This is an optimization exercise on Yosys and OpenROAD, whose aim is small area, a short achievable clock period and few clock cycles per item, not a production implementation. Function was checked by simulation only, so behaviour that the tests miss may differ from the original. Power figures rest on the tool's default switching activity, not on a simulated workload.

## design/flow/design.v

```verilog
package tle_pkg;
   localparam logic [7:0] KEY_LF     = 8'h0A;
   localparam logic [7:0] KEY_CR     = 8'h0D;
   localparam logic [7:0] KEY_SOH    = 8'h01;
   localparam logic [7:0] KEY_ETX    = 8'h03;
   localparam logic [7:0] KEY_EOT    = 8'h04;
   localparam logic [7:0] KEY_ENQ    = 8'h05;
   localparam logic [7:0] KEY_BS     = 8'h08;
   localparam logic [7:0] KEY_VT     = 8'h0B;
   localparam logic [7:0] KEY_FF     = 8'h0C;
   localparam logic [7:0] KEY_NAK    = 8'h15;
   localparam logic [7:0] KEY_ETB    = 8'h17;
   localparam logic [7:0] KEY_ESC    = 8'h1B;
   localparam logic [7:0] KEY_DEL    = 8'h7F;
   localparam logic [7:0] KEY_LBRACK = 8'h5B;
   localparam logic [7:0] KEY_SS3_O  = 8'h4F;
   localparam logic [7:0] KEY_TILDE  = 8'h7E;
   localparam logic [7:0] KEY_FIN_RIGHT = 8'h43;
   localparam logic [7:0] KEY_FIN_LEFT  = 8'h44;
   localparam logic [7:0] KEY_FIN_HOME  = 8'h48;
   localparam logic [7:0] KEY_FIN_END   = 8'h46;
   localparam logic [6:0] SEQ_HOME1  = 7'd1;
   localparam logic [6:0] SEQ_DELETE = 7'd3;
   localparam logic [6:0] SEQ_END1   = 7'd4;
   localparam logic [6:0] SEQ_HOME2  = 7'd15;
   localparam logic [6:0] SEQ_END2   = 7'd17;
   typedef enum logic [2:0] {
      KIND_STATUS = 3'd0,
      KIND_BYTE   = 3'd1,
      KIND_EMPTY  = 3'd2,
      KIND_ABORT  = 3'd3,
      KIND_EOF    = 3'd4,
      KIND_CLEAR  = 3'd5,
      KIND_FULL   = 3'd6
   } kind_type;
   typedef enum logic [2:0] {
      PH_IDLE = 3'd0,
      PH_ESC  = 3'd1,
      PH_CSI  = 3'd2,
      PH_NUM1 = 3'd3,
      PH_NUM2 = 3'd4,
      PH_SS3  = 3'd5
   } phase_type;
   typedef enum logic [2:0] {
      ACT_NONE  = 3'd0,
      ACT_LEFT  = 3'd1,
      ACT_RIGHT = 3'd2,
      ACT_HOME  = 3'd3,
      ACT_END   = 3'd4,
      ACT_DEL   = 3'd5
   } act_type;
   typedef enum logic [2:0] {
      ST_IDLE   = 3'd0,
      ST_SHIFT  = 3'd1,
      ST_SCAN   = 3'd2,
      ST_EMIT   = 3'd3,
      ST_RESULT = 3'd4
   } state_type;
   typedef enum logic [1:0] {
      CH_HOLD  = 2'd0,
      CH_LEFT  = 2'd1,    
      CH_RIGHT = 2'd2,    
      CH_ROT   = 2'd3     
   } chain_cmd_type;
   typedef struct packed {
      chain_cmd_type cmd;
      logic [6:0]    lo;      
      logic          put;     
      logic [7:0]    put_byte;
   } chain_ctl_type;
endpackage
import tle_pkg::*;
module tle_cell (
   input  logic                   clock,
   input  tle_pkg::chain_ctl_type ctl,
   input  logic                   active,
   input  logic                   put_here,
   input  logic [7:0]             from_below,
   input  logic [7:0]             from_above,
   input  logic [7:0]             from_wrap,
   input  logic                   is_top,
   output logic [7:0]             data
);
   logic [7:0] data_ff, data_in;
   always_comb begin
      data_in = data_ff;
      if (put_here) begin
         data_in = ctl.put_byte;
      end else if (active) begin
         case (ctl.cmd)
            CH_LEFT:  data_in = from_above;
            CH_RIGHT: data_in = from_below;
            CH_ROT:   data_in = is_top ? from_wrap : from_above;
            default:  data_in = data_ff;
         endcase
      end
   end
   always_ff @(posedge clock) begin
      data_ff <= data_in;
   end
   assign data = data_ff;
endmodule
import tle_pkg::*;
module tle_chain #(
   parameter int LINE_CAP = 64
) (
   input  logic                   clock,
   input  tle_pkg::chain_ctl_type ctl,
   output logic [LINE_CAP*8-1:0]  cells
);
   logic [7:0] q [LINE_CAP];
   for (genvar g = 0; g < LINE_CAP; g++) begin : g_cell
      logic [7:0] below, above;
      if (g == 0) begin : g_b0
         assign below = 8'h00;
      end else begin : g_b
         assign below = q[g-1];
      end
      if (g == LINE_CAP - 1) begin : g_a0
         assign above = 8'h00;
      end else begin : g_a
         assign above = q[g+1];
      end
      tle_cell u_cell (
         .clock      (clock),
         .ctl        (ctl),
         .active     (7'(g) >= ctl.lo),
         .put_here   (ctl.put && 7'(g) == ctl.lo),
         .from_below (below),
         .from_above (above),
         .from_wrap  (q[0]),
         .is_top     (g == LINE_CAP - 1),
         .data       (q[g])
      );
      assign cells[g*8 +: 8] = q[g];
   end
endmodule
import tle_pkg::*;
module terminal_line_editor #(
   parameter int LINE_CAP = 64
) (
   input  logic        clock,
   input  logic        reset,
   input  logic        req_tvalid,
   output logic        req_tready,
   input  logic [7:0]  req_tdata,    
   output logic        rsp_tvalid,
   input  logic        rsp_tready,
   output logic [31:0] rsp_tdata,    
   output logic        rsp_tlast,
   output logic        rsp_tuser     
);
   localparam logic [6:0] CAP = 7'(LINE_CAP);
   tle_pkg::state_type state_ff, state_in;
   tle_pkg::phase_type phase_ff, phase_in;
   logic [6:0]    len_ff, len_in, cur_ff, cur_in, seq_ff, seq_in;
   logic [6:0]    cnt_ff, cnt_in, p_ff, p_in;
   logic          wsp_ff, wsp_in;
   logic [7:0]    key_ff, key_in;
   tle_pkg::kind_type okind_ff, okind_in;
   logic [7:0]    ochar_ff, ochar_in;
   logic          ord_ff, ord_in, olast_ff, olast_in, ov_ff, ov_in;
   logic [6:0]    olen_ff, olen_in, ocur_ff, ocur_in;
   tle_pkg::chain_ctl_type ctl;
   logic [LINE_CAP*8-1:0] cells;
   logic [7:0]    c0, cp, cpm;
   function automatic logic is_space(input logic [7:0] b);
      is_space = (b == 8'h20) || (b >= 8'd9 && b <= 8'd13);
   endfunction
   tle_chain #(.LINE_CAP(LINE_CAP)) u_chain (.clock(clock), .ctl(ctl), .cells(cells));
   assign c0  = cells[7:0];
   assign cp  = cells[p_ff[$clog2(LINE_CAP)-1:0]*8 +: 8];
   assign cpm = cells[(p_ff[$clog2(LINE_CAP)-1:0] - 1'b1)*8 +: 8];
   always_comb begin
      logic [7:0] b;
      logic dig;
      tle_pkg::act_type act;
      b = key_ff;
      dig = b >= 8'h30 && b <= 8'h39;
      act = ACT_NONE;
      state_in = state_ff; phase_in = phase_ff; len_in = len_ff; cur_in = cur_ff;
      seq_in = seq_ff; cnt_in = cnt_ff; p_in = p_ff; wsp_in = wsp_ff;
      key_in = key_ff;
      okind_in = okind_ff; ochar_in = ochar_ff; ord_in = ord_ff;
      olast_in = olast_ff; ov_in = ov_ff; olen_in = olen_ff; ocur_in = ocur_ff;
      begin ctl.cmd = CH_HOLD; ctl.lo = 7'd0; ctl.put = 1'b0; ctl.put_byte = 8'h00; end
      req_tready = 1'b0;
      if (ov_ff && rsp_tready) ov_in = 1'b0;
      case (state_ff)
         ST_IDLE: begin
            req_tready = !ov_ff;
            if (req_tvalid && !ov_ff) begin
               key_in = req_tdata;
               state_in = ST_RESULT;
            end
         end
         ST_RESULT: begin
            okind_in = KIND_STATUS; ochar_in = 8'h00; ord_in = 1'b0; olast_in = 1'b1;
            state_in = ST_IDLE;
            if (phase_ff != PH_IDLE) begin
               phase_in = PH_IDLE;
               case (phase_ff)
                  PH_ESC: begin
                     if (b == KEY_LBRACK) phase_in = PH_CSI;
                     else if (b == KEY_SS3_O) phase_in = PH_SS3;
                  end
                  PH_CSI, PH_SS3: begin
                     if (phase_ff == PH_CSI && dig) begin
                        seq_in = {3'd0, b[3:0]}; phase_in = PH_NUM1;
                     end else if (b == KEY_FIN_RIGHT) act = ACT_RIGHT;
                     else if (b == KEY_FIN_LEFT) act = ACT_LEFT;
                     else if (b == KEY_FIN_HOME) act = ACT_HOME;
                     else if (b == KEY_FIN_END) act = ACT_END;
                  end
                  PH_NUM1: begin
                     if (b == KEY_TILDE) begin
                        if (seq_ff == SEQ_HOME1) act = ACT_HOME;
                        else if (seq_ff == SEQ_DELETE) act = ACT_DEL;
                        else if (seq_ff == SEQ_END1) act = ACT_END;
                     end else if (dig) begin
                        seq_in = 7'((seq_ff * 7'd10) + {3'd0, b[3:0]});
                        phase_in = PH_NUM2;
                     end
                  end
                  PH_NUM2: begin
                     if (b == KEY_TILDE) begin
                        if (seq_ff == SEQ_HOME2) act = ACT_HOME;
                        else if (seq_ff == SEQ_END2) act = ACT_END;
                     end
                  end
                  default: ;
               endcase
               case (act)
                  ACT_LEFT: begin
                     ord_in = 1'b1; if (cur_ff != 7'd0) cur_in = cur_ff - 7'd1;
                  end
                  ACT_RIGHT: begin
                     ord_in = 1'b1; if (cur_ff < len_ff) cur_in = cur_ff + 7'd1;
                  end
                  ACT_HOME: begin ord_in = 1'b1; cur_in = 7'd0; end
                  ACT_END: begin ord_in = 1'b1; cur_in = len_ff; end
                  ACT_DEL: if (cur_ff < len_ff) begin
                     ord_in = 1'b1; p_in = cur_ff; cnt_in = 7'd1; state_in = ST_SHIFT;
                  end
                  default: ;
               endcase
               if (state_in == ST_IDLE) begin
                  ov_in = 1'b1; olen_in = len_in; ocur_in = cur_in;
               end
            end else if (b == KEY_LF || b == KEY_CR) begin
               if (len_ff == 7'd0) begin
                  okind_in = KIND_EMPTY; ov_in = 1'b1; olen_in = 7'd0; ocur_in = 7'd0;
               end else begin
                  cnt_in = len_ff; len_in = 7'd0; cur_in = 7'd0; state_in = ST_EMIT;
               end
            end else if (b == KEY_ETX) begin
               len_in = 7'd0; cur_in = 7'd0; okind_in = KIND_ABORT; ov_in = 1'b1;
               olen_in = 7'd0; ocur_in = 7'd0;
            end else if (b == KEY_BS || b == KEY_DEL) begin
               if (cur_ff != 7'd0) begin
                  ord_in = 1'b1; p_in = cur_ff - 7'd1; cnt_in = 7'd1; state_in = ST_SHIFT;
               end else begin
                  ov_in = 1'b1; olen_in = len_ff; ocur_in = cur_ff;
               end
            end else if (b == KEY_NAK) begin
               ord_in = 1'b1;
               if (cur_ff != 7'd0) begin
                  p_in = 7'd0; cnt_in = cur_ff; state_in = ST_SHIFT;
               end else begin
                  ov_in = 1'b1; olen_in = len_ff; ocur_in = cur_ff;
               end
            end else if (b == KEY_ETB) begin
               ord_in = 1'b1;
               if (cur_ff != 7'd0) begin
                  p_in = cur_ff - 7'd1; wsp_in = 1'b1; state_in = ST_SCAN;
               end else begin
                  ov_in = 1'b1; olen_in = len_ff; ocur_in = cur_ff;
               end
            end else if (b >= 8'h20 && b <= 8'h7E) begin
               if (len_ff >= CAP) begin
                  okind_in = KIND_FULL; ov_in = 1'b1; olen_in = len_ff; ocur_in = cur_ff;
               end else begin
                  begin ctl.cmd = CH_RIGHT; ctl.lo = cur_ff; ctl.put = 1'b1; ctl.put_byte = b; end
                  cur_in = cur_ff + 7'd1; len_in = len_ff + 7'd1; ord_in = 1'b1;
                  ov_in = 1'b1; olen_in = len_in; ocur_in = cur_in;
               end
            end else begin
               case (b)
                  KEY_EOT: if (len_ff == 7'd0) okind_in = KIND_EOF;
                  KEY_ESC: phase_in = PH_ESC;
                  KEY_SOH: begin ord_in = 1'b1; cur_in = 7'd0; end
                  KEY_ENQ: begin ord_in = 1'b1; cur_in = len_ff; end
                  KEY_VT:  begin ord_in = 1'b1; len_in = cur_ff; end
                  KEY_FF:  begin ord_in = 1'b1; okind_in = KIND_CLEAR; end
                  default: ;
               endcase
               ov_in = 1'b1; olen_in = len_in; ocur_in = cur_in;
            end
         end
         ST_SCAN: begin
            if (p_ff == 7'd0) begin
               cnt_in = cur_ff; state_in = ST_SHIFT;
            end else if (wsp_ff) begin
               if (is_space(cp)) p_in = p_ff - 7'd1;
               else wsp_in = 1'b0;
            end else begin
               if (!is_space(cpm)) p_in = p_ff - 7'd1;
               else begin cnt_in = cur_ff - p_ff; state_in = ST_SHIFT; end
            end
         end
         ST_SHIFT: begin
            if (cnt_ff != 7'd0) begin
               begin ctl.cmd = CH_LEFT; ctl.lo = p_ff; ctl.put = 1'b0; ctl.put_byte = 8'h00; end
               cnt_in = cnt_ff - 7'd1; len_in = len_ff - 7'd1;
            end else begin
               cur_in = p_ff; state_in = ST_IDLE;
               ov_in = 1'b1; olen_in = len_ff; ocur_in = p_ff;
            end
         end
         ST_EMIT: begin
            if (!ov_ff || rsp_tready) begin
               begin ctl.cmd = CH_ROT; ctl.lo = 7'd0; ctl.put = 1'b0; ctl.put_byte = 8'h00; end
               okind_in = KIND_BYTE; ochar_in = c0; ord_in = 1'b0;
               olast_in = (cnt_ff == 7'd1); ov_in = 1'b1; olen_in = 7'd0; ocur_in = 7'd0;
               cnt_in = cnt_ff - 7'd1;
               if (cnt_ff == 7'd1) state_in = ST_IDLE;
            end
         end
         default: state_in = ST_IDLE;
      endcase
   end
   always_ff @(posedge clock) begin
      if (reset) begin
         state_ff <= ST_IDLE; phase_ff <= PH_IDLE; len_ff <= 7'd0; cur_ff <= 7'd0;
         seq_ff <= 7'd0; ov_ff <= 1'b0;
      end else begin
         state_ff <= state_in; phase_ff <= phase_in; len_ff <= len_in; cur_ff <= cur_in;
         seq_ff <= seq_in; ov_ff <= ov_in;
      end
      cnt_ff <= cnt_in; p_ff <= p_in; wsp_ff <= wsp_in; key_ff <= key_in;
      okind_ff <= okind_in; ochar_ff <= ochar_in; ord_ff <= ord_in;
      olast_ff <= olast_in; olen_ff <= olen_in; ocur_ff <= ocur_in;
   end
   assign rsp_tvalid = ov_ff;
   assign rsp_tdata  = {7'd0, ocur_ff, olen_ff, ochar_ff, okind_ff};
   assign rsp_tlast  = olast_ff;
   assign rsp_tuser  = ord_ff;
endmodule
```

## design/flow/run.sh

```bash
#!/bin/bash
# synth_recipe.tcl (not shown) runs the flow's synth.tcl, then flattens the netlist and writes it again
# the make line also repeats each setting of config.mk as NAME=value (left out here)
make -C /OpenROAD-flow-scripts/flow DESIGN_CONFIG=/design/flow/config.mk WORK_HOME=/design/flow/orfs CLKGATE_MAP_FILE= SYNTH_SCRIPT=/design/flow/synth_recipe.tcl finish
```

## design/flow/config.mk

```make
export PLATFORM = sky130hd
export DESIGN_NAME = terminal_line_editor
export DESIGN_NICKNAME = terminal_line_editor
export VERILOG_FILES = /design/flow/design.v
export SDC_FILE = /design/flow/constraint.sdc
export NUM_CORES = 4
export LEC_CHECK = 0
export CAP_MARGIN = 20
export CORE_MARGIN = 2
export CORE_UTILIZATION = 40
export PLACE_DENSITY = 0.6
export SLEW_MARGIN = 20
```

## design/flow/constraint.sdc

```tcl
create_clock -name core_clock -period 7.0 [get_ports {clock}]
set_input_delay 1.4000 -clock core_clock [delete_from_list [all_inputs] [get_ports {clock}]]
set_output_delay 1.4000 -clock core_clock [all_outputs]
set_load 0.01 [all_outputs]
```

==> impl_metrics.json <==
{
  "status": "no timing/DRC/antenna violations",
  "drv_cap": 0,
  "reg2reg_setup_slack_ns": 1.32,
  "tns_ns": 0,
  "async_reset_ff_share_pct": 0,
  "fmax_mhz": 176,
  "min_period_ns": 5.68,
  "syn-mean-instance-area_sq_um": 9.98,
  "worstSetupPathDepth": 8,
  "crit_top_cell": "nand2_1",
  "synth.cell_area_sq_um": 41100,
  "crit_buf_inv": 0,
  "antenna_found_initial": 8,
  "layout-drive-gt1-share_pct": 11.5,
  "worstHoldPathType": "flip-flop to flip-flop",
  "synth_ff_type": "edfxtp_1",
  "first_iter_violations": 5549,
  "cp-start-kind": "flip-flop",
  "final_cell_mix": "a21oi_1, edfxtp_1, nor2_1",
  "ys_ff_latch": 590,
  "ys_types": 97,
  "clk_path_buf_depth": 3,
  "cts_buffers": 72,
  "cts_hold_repair.buffers": 0,
  "cts_tree": "done",
  "placed_cell_area_sq_um": 42900,
  "clk_pin_slew_ns": 0.06,
  "clk_latency_ns": 0.65,
  "rows": 117,
  "p_per_area_nw_per_um2": 535,
  "nFillCells": 9707,
  "cp_cell_sequence": "nor3b_2, nand2_1, nor3_4, a22o_1, nand2_1, nor2_1, nand2_1, a22oi_1",
  "cp.required_ns": 7.24,
  "leakagePower_uw": 0.0147,
  "crit_path_max_incr_delay_ns": 1.01,
  "area_delta_synth_final_pct": 10.1,
  "synth_edf_count": 562,
  "routedWlPerCell_um": 30.1,
  "drc": 0,
  "worstMarginPinSlew_ns": 1.19,
  "overflow": 0,
  "port_buffers": 40,
  "totalPowerFinal_uw": 24200,
  "slowest_stage": "a22oi_1",
  "setup_violations": 0,
  "grt_usage_pct": 30.1,
  "crit_type": "flip-flop to flip-flop",
  "instances_no_fill": 5449,
  "hold_ws_ns": 0.473,
  "synth_warnings": 4,
  "max-slew-margin-rel_pct": 20.4,
  "path_delay_family": "simple AND/OR/NAND/NOR gates",
  "viasPerCell": 6.58,
  "hold_start": "seq_ff[6]$_SDFFE_PP0P_",
  "holdPathEnd": "seq_ff[6]$_SDFFE_PP0P_",
  "final_nets": 4071,
  "dp_hpwl_mm": 116,
  "hold-path-cell-count": 2,
  "syn_inst": 4117,
  "min_period_over_period_pct": 81.1,
  "core_region_area_sq_um": 102000,
  "reg2reg_depth": 8,
  "root_buffer": "clkbuf_16",
  "grt_max_degree": 143,
  "yosysSeqAreaShare_pct": 42.4,
  "final_common_cell": "a21oi_1",
  "cts_sinks": 590,
  "htreeDepth": 3,
  "drtAntennaViolNets": 0,
  "grt_pass1_vias": 33021,
  "vias": 35874,
  "grt_pass1_wl_mm": 238,
  "gp_congestion": 1.01,
  "grt_setup_unrepaired": "false",
  "end_kind": "flip-flop",
  "die_w_um": 325,
  "ios": 48,
  "reg2reg_from": "state_ff[1]$_SDFFE_PP0P_",
  "cts_setup_buffers": 0,
  "firstDrtPassIters": 6,
  "vdd_drop_max_mv": 0.374,
  "arrival_ns": 5.92,
  "cp_max_fo": 19,
  "postRouteWirelength_mm": 164,
  "placedCellCount": 5315,
  "stdcell_area_sq_um": 45200,
  "fin_skew_ns": 0.0301,
  "initial_utilization_pct": 40.3,
  "r2r_end": "u_chain.g_cell[9].u_cell.data_ff[0]$_DFFE_PP_",
  "final_hold_viol_count": 0,
  "post_cts_resize_count": 0,
  "dieArea_sq_um": 105000,
  "die_y_um": 325,
  "slew_violations": 0
}
worst min-delay path: cells and delay by family, from the launching register on:
| family | cells | cell delay [ns] |
|---|---|---|
| simple gates | 1 | 0.05 |
| flops | 1 | 0.31 |
| compound gates | 1 | 0.06 |
area by class of cell:
class / instances / area (sq um) / share of cell area [%]
antenna: 5 / 12.5 / 0.0277
clock buffer: 93 / 2010 / 4.44
clock inverter: 34 / 290 / 0.642
inverter: 42 / 165 / 0.365
multi-input combinational: 3146 / 22100 / 48.9
sequential: 590 / 17400 / 38.6
tap: 1368 / 1710 / 3.78
timing repair buffer: 171 / 1500 / 3.31
synth_stat cells, drive strengths merged (25+ instances only):
cell | n | area (sq um)
nand2 | 440 | 1650
clkbuf | 242 | 908
nand3 | 85 | 425
nor4 | 36 | 244
ha | 33 | 413
and2 | 42 | 263
a211oi | 65 | 498
nor3 | 117 | 642
nor2 | 498 | 1880
o22ai | 25 | 169
o21ai | 175 | 876
mux4 | 182 | 4120
a22oi | 39 | 312
and3 | 27 | 169
edfxtp | 562 | 16900
dfxtp | 28 | 561
a21oi | 568 | 2840
inv | 41 | 154
buf | 103 | 592
mux2i | 477 | 4770
kinds of logic after synthesis:
kind of cell / after synthesis / share of synthesized area (%)
compound gates: 1083 / 15.7
xor+xnor: 27 / 0.594
fa+ha+maj: 36 / 1.15
buf+inv: 387 / 4.03
flops: 590 / 42.4
mux: 661 / 21.7
other cells: 1 / 0.00913
simple gates: 1332 / 14.3
report_power, final:
group          leakage, uW  internal (uW)  switching [uW]
sequential         0.00539           6080            1740
clock              0.00113           2200            1570
combinational      0.00822           4770            7810
layer usage:
metal  part of all wire (%)  wire length, um  up-vias  GRT usage, %
met5                  0.016               27        -             0
met4                    4.7             7640        4          12.5
met3                     10            17100      391          5.43
met2                     44            71900     2334          45.7
met1                     41            67500    17667          42.5
li1                       -                -    15478             -
worst max-delay path by stage:
| stage | from | end |
|---|---|---|
| 4_1_cts | p_ff[1]$_DFFE_PP_ | cnt_ff[6]$_DFFE_PP_ |
| 3_5_place_dp | p_ff[1]$_DFFE_PP_ | cnt_ff[6]$_DFFE_PP_ |
| 6_report | state_ff[1]$_SDFFE_PP0P_ | u_chain.g_cell[9].u_cell.data_ff[0]$_DFFE_PP_ |
| 2_1_floorplan | p_ff[0]$_DFFE_PP_ | cnt_ff[0]$_DFFE_PP_ |
| 5_1_grt | p_ff[1]$_DFFE_PP_ | cnt_ff[1]$_DFFE_PP_ |
| 3_3_place_gp | key_ff[4]$_DFFE_PP_ | u_chain.g_cell[59].u_cell.data_ff[3]$_DFFE_PP_ |
through the flow:
step	setup slack (ns)	utilization [%]
after floorplan	2.05	-
after global placement	1.22	42.1
after global routing	1.14	44.4
after detailed placement	1.46	42.1
final	1.32	44.4
after CTS	1.43	44.4
registers in the layout, indices dropped and copies added, names as in the netlist, 3 cells and up:
| signal | count |
|---|---|
| cnt_ff | 7 |
| cur_ff | 7 |
| key_ff | 8 |
| len_ff | 7 |
| ochar_ff | 8 |
| ocur_ff | 7 |
| okind_ff | 3 |
| olen_ff | 7 |
| p_ff | 7 |
| phase_ff | 3 |
| seq_ff | 7 |
| state_ff | 3 |
| u_chain.g_cell.u_cell.data_ff | 512 |
Testbench counts, summed over its fixed seeds: cycles 87,427, keys 24,000.

[static timing again, ports no longer ideal]
No port has a modelled driver above. Below, the same layout with a new extraction and two added sets of constraints.
Step 1 assumes that a clkbuf_16 drives the clock port and a buf_2 every other input.
Step 2 adds t to the input delays and takes it off the output delays; t is the mean of the earliest and latest rising clock arrival at the registers after step 1. Input paths then give back, and output paths get back, about the clock's delay inside the block.
a / b / c = ideal / step 1 / step 2; a / b = the first two.
t (ns): 0.706
slack for setup (ns): 1.321 / 1.321 / 1.321
clock arrival spread, ns: 0.031 / 0.031
cell pins on the clock port's net: 1
After both steps setup and hold are still met in this run. The setup slack of this run moves by 0.000 ns with the drivers and by 0.000 ns with both steps.
